From an optimization exercise on the open Yosys and OpenROAD flow, aimed at small area and a short achievable clock period; shortcuts taken in it are not production practice.
Only simulation tests tie the RTL to the original design; equivalence was not proved.
No activity file was given, so power comes from the tool's default toggle rates.

==> flow/design.v, too long to show whole: its modules and the start of the top module <==
// module fft_mag_sq_cs: 713 lines
// module fft_peak_detect: 139 lines
module fft_peak_detect #(
  parameter int N_POINTS = 64,
  parameter int DATA_W   = 16,
  parameter int THRESH   = 1024,
  parameter int CONFIRM  = 2,
  parameter int LED_W    = 8,
  localparam int BIN_W   = fft_peak_detect_pkg::fft_bin_w(N_POINTS),
  localparam int MAG_W   = 2*DATA_W+1
) (
  input  logic                 CLOCK_50,
  input  logic                 KEY,
  input  logic                 s_valid,
  input  logic                 s_sop,
  input  logic                 s_eop,
  input  logic signed [DATA_W-1:0] s_re,
  input  logic signed [DATA_W-1:0] s_im,
  output logic                 peak_valid,
  output logic [BIN_W-1:0]     peak_bin,
  output logic [MAG_W-1:0]     peak_mag,
  output logic                 no_signal,
  output logic                 frame_err,
  output logic [LED_W-1:0]     LEDR
);
  // ...
==> flow/run.sh <==
#!/bin/bash
# synth_recipe.tcl (not shown) runs the flow's synth.tcl, then flattens the netlist and writes it again
# the make line also repeats each setting of config.mk as NAME=value (left out here)
make -C /OpenROAD-flow-scripts/flow DESIGN_CONFIG=/design/flow/config.mk WORK_HOME=/design/flow/orfs CLKGATE_MAP_FILE= SYNTH_SCRIPT=/design/flow/synth_recipe.tcl finish
==> flow/config.mk <==
export PLATFORM = sky130hd
export DESIGN_NAME = fft_peak_detect
export DESIGN_NICKNAME = fft_peak_detect
export VERILOG_FILES = /design/flow/design.v
export SDC_FILE = /design/flow/constraint.sdc
export NUM_CORES = 4
export LEC_CHECK = 0
export CAP_MARGIN = 20
export CORE_MARGIN = 2
export CORE_UTILIZATION = 40
export PLACE_DENSITY = 0.6
export SETUP_SLACK_MARGIN = 4.5
export SLEW_MARGIN = 20
==> flow/constraint.sdc <==
create_clock -name core_clock -period 8.0 [get_ports {CLOCK_50}]
set_input_delay 1.6000 -clock core_clock [delete_from_list [all_inputs] [get_ports {CLOCK_50}]]
set_output_delay 1.6000 -clock core_clock [all_outputs]
set_load 0.01 [all_outputs]
==> impl_metrics.json, run 1 <==
{
  "dpl_cell_area_sq_um": 15960,
  "syn_area_sq_um": 14720,
  "critical_path.endpoint": "mc2[17]",
  "crit_required_ps": 8330,
  "yosysUniqueCellTypes": 57,
  "synth_top_cells_by_count": "inv_1 (331), fa_1 (237), dfxtp_1 (151), nand2_1 (136), and2_1 (100)",
  "setup_ws_ps": 4276,
  "pre_cts_ws_ps": 3725,
  "place_inst": 1964,
  "nNonClkInverters": 331,
  "hold_class": "reg2reg",
  "initial_utilization_pct": 40.39,
  "post-route-period-util_pct": 46.55,
  "largest_registers": "max_mag: 32 flops, ms2: 32 flops, pmag: 32 flops",
  "yosysTopAreaCellShare_pct": 32.24,
  "cts-resized-gates": 85,
  "track_usage_pct": 19.74,
  "multi_input_area_sq_um": 9082,
  "synth_xor_area_share_pct": 1.964,
  "synthMuxAreaShare_pct": 0.3401,
  "cp_max_fo": 3,
  "stdcell_count": 2053,
  "clock_area_share_pct": 3.482,
  "dr.max_layer_used": "met4",
  "viasPerCell": 4.803,
  "tns_ps": 0,
  "clock_sinks": 193,
  "synth_top_family_by_area": "adder cells",
  "wl_met2_um": 16190,
  "grt_setup_unrepaired": "true",
  "grt_util_met1_pct": 26.98,
  "p_seq_w": 0.00136,
  "nFlopsAndLatches": 193,
  "worst-setup-path-type": "reg2reg",
  "drv_slew": 0,
  "die_area_sq_um": 38340,
  "die_h_um": 195.8,
  "nClkBuffers": 19,
  "clk_pin_slew_ps": 80,
  "clockPowerShare_pct": 18.5,
  "status": "no timing/DRC/antenna violations",
  "synth_area_leaders": "fa_1 (32%), dfxtp_1 (21%), edfxtp_1 (8.6%)"
}
==> run 2: changes to the inputs <==
--- a/flow/config.mk
+++ b/flow/config.mk
@@ -10,4 +10,4 @@
 export CORE_UTILIZATION = 40
 export PLACE_DENSITY = 0.6
-export SETUP_SLACK_MARGIN = 4.5
+export SETUP_SLACK_MARGIN = 5
 export SLEW_MARGIN = 20
==> run 2 against run 1 <==
Against the previous run:
- clock skew up 4.8 ps
- sequential share of layout area down 1.4 points
- first-iteration DRC count up 19%
- highest routed layer unchanged
- synthesized cell count unchanged
- critical path depth down 1
- combinational power up 8%
- still clean
- critical endpoint unchanged
==> impl_metrics.json, run 2 <==
{
  "status": "no timing/DRC/antenna violations",
  "drt-initial-drc-count": 630,
  "path_cells": "nand2_2 > fa_2 > fa_1 > inv_2 > fa_1 > inv_1 > fa_2 > inv_2 > fa_2 > fa_2",
  "critPathLaunchType": "flop",
  "grt_overflow": 0,
  "drc": 0,
  "synth-edff-count": 42,
  "pre_cts_ws_ps": 3931,
  "initial_utilization_pct": 40.39,
  "syn_area_sq_um": 14720,
  "hold_end": "max_mag[3]",
  "avgSynthCellArea_sq_um": 10.07,
  "die_area_sq_um": 38340,
  "hold_class": "reg2reg",
  "place.gp.congestion": 0.9229,
  "cts_root_buf": "clkbuf_16",
  "drtAntennaViolNets": 0,
  "tightest_slew_ps": 654.6,
  "max_freq_mhz": 275.8,
  "grt_start_max_net_pins": 57,
  "crit_required_ps": 8330,
  "ys_seq_area_share_pct": 29.11,
  "synth_area_leaders": "fa_1 (32%), dfxtp_1 (21%), edfxtp_1 (8.6%)",
  "dr.pass1.iters": 5,
  "skew_ps": 17.61,
  "pwr-share-seq_pct": 27.4,
  "cts_tree": "done",
  "clk_pin_slew_ps": 80,
  "num_rows": 70,
  "grt_setup_unrepaired": "true",
  "reg2reg_from": "re1[2]",
  "p_comb_share_pct": 55.2,
  "slowest_delay_ps": 550,
  "setup_ws_ps": 4374,
  "drive_above_1_share_pct": 25.76,
  "drv_slew": 0,
  "clock_latency_ps": 460,
  "die_h_um": 195.8,
  "yosysUniqueCellTypes": 57,
  "synthCells": 1462,
  "ios": 87,
  "synth_top_cells_by_count": "inv_1 (331), fa_1 (237), dfxtp_1 (151), nand2_1 (136), and2_1 (100)",
  "p_per_area_nw_per_um2": 271.5,
  "post_drt_wl_per_cell_um": 17.42,
  "most-common-layout-cells": "inv_1 (267), fa_1 (147), nand2_1 (124)",
  "clockBufferDepth": 2,
  "dpl_cell_area_sq_um": 16110,
  "htree_levels": 4,
  "p_sw_share_pct": 41.03,
  "r2r_cells": 10,
  "worstSetupEndpointType": "flop",
  "antenna_cells": 0,
  "post-route-period-util_pct": 45.32,
  "synth-async-reset-ratio_pct": 0,
  "dpl.hpwl_um": 26460,
  "tns_ps": 0,
  "io_buffers": 84,
  "finalInstanceArea_sq_um": 18420,
  "crit_path_top_delay_cell": "fa_1",
  "vdd_drop_max_mv": 0.1832,
  "die_w_um": 195.8,
  "syn_to_final_growth_pct": 25.13,
  "synth_most_common_cell": "inv_1",
  "crit_path_frequent_cell": "fa_2",
  "r2r_slack_ps": 4370,
  "slew_headroom_pct": 55.96,
  "fill_cells": 3315,
  "final_common_cell": "inv_1",
  "viasPerCell": 4.819,
  "worst-setup-path-type": "reg2reg",
  "antenna_found_initial": 0,
  "finalSetupViolCount": 0,
  "max_cap_viol_count": 0,
  "power.switching_w": 0.002052,
  "total_power_w": 0.005000,
  "cts_buffers": 17,
  "r2r-end": "mc2[17]",
  "core_sq_um": 36430,
  "p_leak_nw": 8.510,
  "largest_registers": "max_mag: 32 flops, ms2: 32 flops, pmag: 32 flops",
  "yosysWarnings": 1,
  "clockPowerShare_pct": 17.4,
  "num_vias": 10230,
  "arrival_ps": 3960,
  "grt_pass1_wl_um": 59430,
  "clock_sinks": 193,
  "hold_start": "ms2[3]",
  "whs_path_depth": 0,
  "hold_viol": 0,
  "ys_seq_elements": 193,
  "wl_um": 36960,
  "track_usage_pct": 20.30,
  "yosysTopAreaCellShare_pct": 32.24,
  "intPower_w": 0.002949,
  "fin_crit_ps": 3626,
  "synth_area_leader_cell": "fa_1",
  "nets": 1994,
  "grt_pass1_vias": 10890,
  "dominantRegCellSynth": "dfxtp_1",
  "cp_max_fo": 8
}
==> run 2: cell counts after synthesis <==
No cell type changed its count.
==> run 2: timing repair <==
action / CTS / global route
setup buffers: 94 / 29
pin swaps: 61 / 38
hold buffers: 0 / 0
gates cloned: 3 / 0
resized for setup: 185 / 93
endpoints found under the setup margin: 79 / 97
==> run 2: cell type report <==
cell class                 count  area (sq um)  area share, %
clock inverter                13         145.1         0.7881
tap                          468         585.6          3.180
sequential                   193          4420          24.00
timing repair buffer         214          2110          11.46
multi-input combinational    884          9449          51.31
clock buffer                  19         442.9          2.405
inverter                     331          1262          6.856
==> run 2: worst max-delay path, delay by kind of cell (launching register included) <==
| kind | cells | cell delay (ps) |
|---|---|---|
| AND/OR/NAND/NOR | 1 | 70 |
| adder cells (fa/ha/maj) | 6 | 2840 |
| flip-flops | 1 | 440 |
| buffers and inverters | 3 | 150 |
==> run 2: layer usage <==
metal	wire, um	up-vias	GRT usage (%)
met1	16740	5060	27.47
met3	2101	68	3.576
li1	-	4814	-
met2	16870	283	32.37
met4	1251	0	8.418
met5	0	-	0
==> run 2: worst max-delay path by stage <==
stage,slack (ps),endpoint,cells past startpoint,from
after global routing,4300,mc2[19],11,re1[7]
after global placement,3980,mc2[17],11,re1[9]
after CTS,4340,mc2[16],12,re1[1]
after floorplan,4430,mc2[17],11,re1[14]
final,4370,mc2[17],10,re1[2]
after detailed placement,3930,mc2[17],10,im1[8]
==> run 2: metrics by stage <==
step,hold WS (ps),cells,utilization [%]
2_1_floorplan,401.0,1463,-
3_3_place_gp,435.1,1964,44.22
3_5_place_dp,426.8,1964,44.22
4_1_cts,444.5,2093,49.29
5_1_grt,463.4,2122,50.54
6_report,441.1,2122,50.54
==> run 2: power groups by stage <==
stage | Sequential (W) | Clock, W | Combinational (W)
floorplan | 0.00133 | 0 | 0.00195
global route | 0.00139 | 0.000937 | 0.00323
global placement | 0.00141 | 0 | 0.00243
CTS | 0.00137 | 0.000898 | 0.00270
finish | 0.00137 | 0.000871 | 0.00276
detailed placement | 0.00141 | 0 | 0.00251
==> run 2: cell families after synthesis <==
kind of cell               after synthesis  synth area share [%]
buffers and inverters                  386                 10.24
and+or+nand+nor                        381                 12.71
adders and majority gates              316                 38.96
DFF                                    193                 29.11
AOI/OAI and AO/OA                      147                 6.649
xor gates and xnor gates                33                 1.964
muxes                                    5                0.3401
other                                    1               0.02548
==> run 3: changes to the inputs <==
--- a/flow/config.mk
+++ b/flow/config.mk
@@ -10,4 +10,3 @@
 export CORE_UTILIZATION = 40
 export PLACE_DENSITY = 0.6
-export SETUP_SLACK_MARGIN = 5
 export SLEW_MARGIN = 20
==> run 3 against run 2 <==
Against the previous run:
- register-to-register slack got worse by 680 ps
- synthesized cell count unchanged
- area after synthesis unchanged
- die area unchanged
- critical path depth decreased by 1
- clock power decreased by 1%
- power decreased by 6.9%
- hold slack improved by 5.9 ps
- combinational power decreased by 13%
- critical path type unchanged
- largest power group unchanged
- highest routed layer unchanged
==> impl_metrics.json, run 3 <==
{
  "status": "no timing/DRC/antenna violations",
  "cts_tree": "done",
  "grt_pass1_wl_um": 55390,
  "r2r-end": "mc2[17]",
  "nets": 1868,
  "hold_end": "max_mag[0]",
  "ios": 87,
  "pre_cts_ws_ps": 3686,
  "synthCells": 1462,
  "hold_buffers": 0,
  "synth_top_family_by_area": "adder cells",
  "finalSetupViolCount": 0,
  "synth_most_common_cell": "inv_1",
  "stdcell_count": 1996,
  "place_inst": 1964,
  "skew_ps": 17.25,
  "worst-path-buf-inv": 2,
  "worst-setup-path-type": "reg2reg",
  "die_area_sq_um": 38340,
  "dominantRegCellSynth": "dfxtp_1",
  "max_cap_viol_count": 0,
  "finalInstanceArea_sq_um": 16500,
  "p_leak_nw": 7.607,
  "grt_setup_unrepaired": "false",
  "die_w_um": 195.8,
  "hold_ws_ps": 447.0,
  "path_cells": "inv_1 > fa_1 > fa_1 > fa_1 > fa_1 > inv_1 > fa_1 > fa_1 > fa_1",
  "tns_ps": 0,
  "core_sq_um": 36430,
  "antenna_cells": 0,
  "hold_start": "ms2[0]",
  "syn_area_sq_um": 14720,
  "crit_path_frequent_cell": "fa_1",
  "drc": 0,
  "max_freq_mhz": 232.3,
  "r2r_cells": 9,
  "num_vias": 9474,
  "track_usage_pct": 18.68,
  "clk_pin_slew_ps": 80,
  "grt_pass1_vias": 10280,
  "synth-adder-area-share_pct": 38.96,
  "critical_path.top_delay_family": "adder cells",
  "dr.pass1.iters": 5,
  "reg2reg_from": "im1[6]",
  "final_common_cell": "inv_1",
  "synth_compound_area_share_pct": 6.649,
  "slew_headroom_pct": 28.08,
  "tightest_slew_ps": 1079,
  "r2r_slack_ps": 3690,
  "synth_top_cells_by_count": "inv_1 (331), fa_1 (237), dfxtp_1 (151), nand2_1 (136), and2_1 (100)",
  "yosysUniqueCellTypes": 57,
  "wl_um": 33630,
  "yosysWarnings": 1,
  "avgSynthCellArea_sq_um": 10.07,
  "setup_ws_ps": 3695,
  "synth_area_leader_cell": "fa_1",
  "cts_buffers": 17,
  "crit_required_ps": 8340,
  "dpl_cell_area_sq_um": 15910,
  "die_h_um": 195.8,
  "hold_class": "reg2reg",
  "cp_max_fo": 13,
  "drtAntennaViolNets": 0,
  "fin_crit_ps": 4305,
  "antenna_found_initial": 0,
  "drt-initial-drc-count": 558,
  "yosysTopAreaCellShare_pct": 32.24,
  "worstSetupEndpointType": "flop",
  "syn_to_final_growth_pct": 12.14,
  "drive_above_1_share_pct": 2.945,
  "synth-async-reset-ratio_pct": 0,
  "cts_root_buf": "clkbuf_16",
  "synth_xor_area_share_pct": 1.964,
  "io_buffers": 84,
  "clockBufferDepth": 2,
  "viasPerCell": 4.746,
  "most-common-layout-cells": "inv_1 (331), fa_1 (237), dfxtp_1 (151)",
  "htree_levels": 4,
  "ys_seq_elements": 193,
  "slowest_delay_ps": 760,
  "clock_latency_ps": 460,
  "fill_cells": 3456,
  "clock_sinks": 193,
  "whs_path_depth": 0,
  "vdd_drop_max_mv": 0.1888,
  "largest_registers": "max_mag: 32 flops, ms2: 32 flops, pmag: 32 flops",
  "p_per_area_nw_per_um2": 282.0,
  "cts_setup_buffers": 0,
  "critPathLaunchType": "flop",
  "post-route-period-util_pct": 53.82,
  "place.gp.congestion": 0.9131,
  "dpl.hpwl_um": 26360,
  "initial_utilization_pct": 40.39,
  "cts-resized-gates": 0,
  "arrival_ps": 4640,
  "post_drt_wl_per_cell_um": 16.85,
  "num_rows": 70,
  "crit_path_top_delay_cell": "dfxtp_1",
  "synth_area_leaders": "fa_1 (32%), dfxtp_1 (21%), edfxtp_1 (8.6%)",
  "yosys.area_share.simple_pct": 12.71,
  "synth-edff-count": 42,
  "grt_overflow": 0,
  "synthMuxAreaShare_pct": 0.3401,
  "ys_seq_area_share_pct": 29.11,
  "hold_viol": 0,
  "drv_slew": 0,
  "grt_start_max_net_pins": 57
}
## run 3: changes by cell type in the layout (fill, tap and decap cells not counted), moves of 14 or more
cell,before,now
fa_1,147,237
fa_2,90,0
buf_4,80,4
inv_1,267,331
inv_2,58,0
dfxtp_1,106,151
buf_6,39,0
dfxtp_4,32,0
and2_1,82,100
and2_4,18,0
clkdlybuf4s50_1,68,83
dlymetal6s2s_1,14,0
## run 3: layer usage
layer  global-route usage, %  up-vias  routed length [um]  part of all wire (%)
met5                       0        -                   0                     0
met3                   4.143       36                1867                   5.6
met4                   5.107        0                 538                   1.6
li1                        -     4555                   -                     -
met2                   29.85      240               15040                    45
met1                   25.73     4643               16180                    48
## run 3: worst max path at each step
| stage | endpoint | depth (start not counted) | from |
|---|---|---|---|
| global route | mc2[17] | 9 | im1[6] |
| finish | mc2[17] | 9 | im1[6] |
| CTS | mc2[17] | 9 | im1[6] |
| floorplan | mc2[17] | 11 | re1[13] |
| global placement | mc2[17] | 9 | im1[6] |
| detailed placement | mc2[17] | 9 | im1[6] |
## run 3: final cells by class
class                           count  area, sq um  area share (%)
Multi-Input combinational cell    884         8936           54.15
Sequential cell                   193         4284           25.96
Inverter                          331         1242           7.528
Timing Repair Buffer               88        865.8           5.246
Tap cell                          468        585.6           3.548
Clock buffer                       20        478.0           2.896
Clock inverter                     12        111.4          0.6748
## run 3: report_power, final
| group | leakage, nW | switching, W | internal (W) |
|---|---|---|---|
| clock | 0.286 | 0.000416 | 0.000445 |
| combinational | 5.70 | 0.00134 | 0.00107 |
| sequential | 1.62 | 0.000143 | 0.00124 |
## run 3: metrics by stage
step / util, % / total power, W
2_1_floorplan: - / 0.003200
6_report: 45.30 / 0.004654
5_1_grt: 45.30 / 0.005190
3_3_place_gp: 43.68 / 0.003762
3_5_place_dp: 43.68 / 0.003840
4_1_cts: 45.30 / 0.004723
## run 3: cells by family (layout without fill, tap and decap cells)
kind of cell / count (synthesis) / in the layout
simple gates: 381 / 381
compound gates: 147 / 147
fa+ha+maj: 316 / 316
xor+xnor: 33 / 33
flops: 193 / 193
other cells: 1 / 2
buf+inv: 386 / 451
mux: 5 / 5
## run 3: worst register-to-register path, stage by stage, from the launching register on
cell and delay [ps]:
dfxtp_1 760, inv_1 280, fa_1 480, fa_1 490, fa_1 440, fa_1 390
inv_1 90, fa_1 420, fa_1 410, fa_1 440

## re-timing with driven ports
The flow's constraints put no driver on any port. The routed layouts listed below were extracted and timed again, unchanged, in two steps. Step 1 sets driving cells, clkbuf_16 on the clock port and buf_2 on the other inputs (assumed; they add their load-dependent delay and slew). Step 2 moves the port delays by t, midway between the first and last clock arrival at a register: inputs arrive t later, outputs are due t later. That takes back most of the time a late clock gives input paths. a / b / c = ideal ports / drivers / drivers and shift; a / b = the first two.
run | t, ns | setup WS [ns] | worst hold slack (ns) | worst setup path at the end | slew at the worst register clock pin (ns)
run 1 | 0.493 | 4.276 / 4.276 / 4.276 | 0.439 / 0.439 / 0.439 | register to register | 0.08 / 0.08
run 2 | 0.493 | 4.374 / 4.374 / 4.374 | 0.441 / 0.441 / 0.441 | register to register | 0.08 / 0.08
run 3 | 0.492 | 3.695 / 3.695 / 3.695 | 0.447 / 0.447 / 0.447 | register to register | 0.09 / 0.09
After both steps every run listed still meets setup and hold.
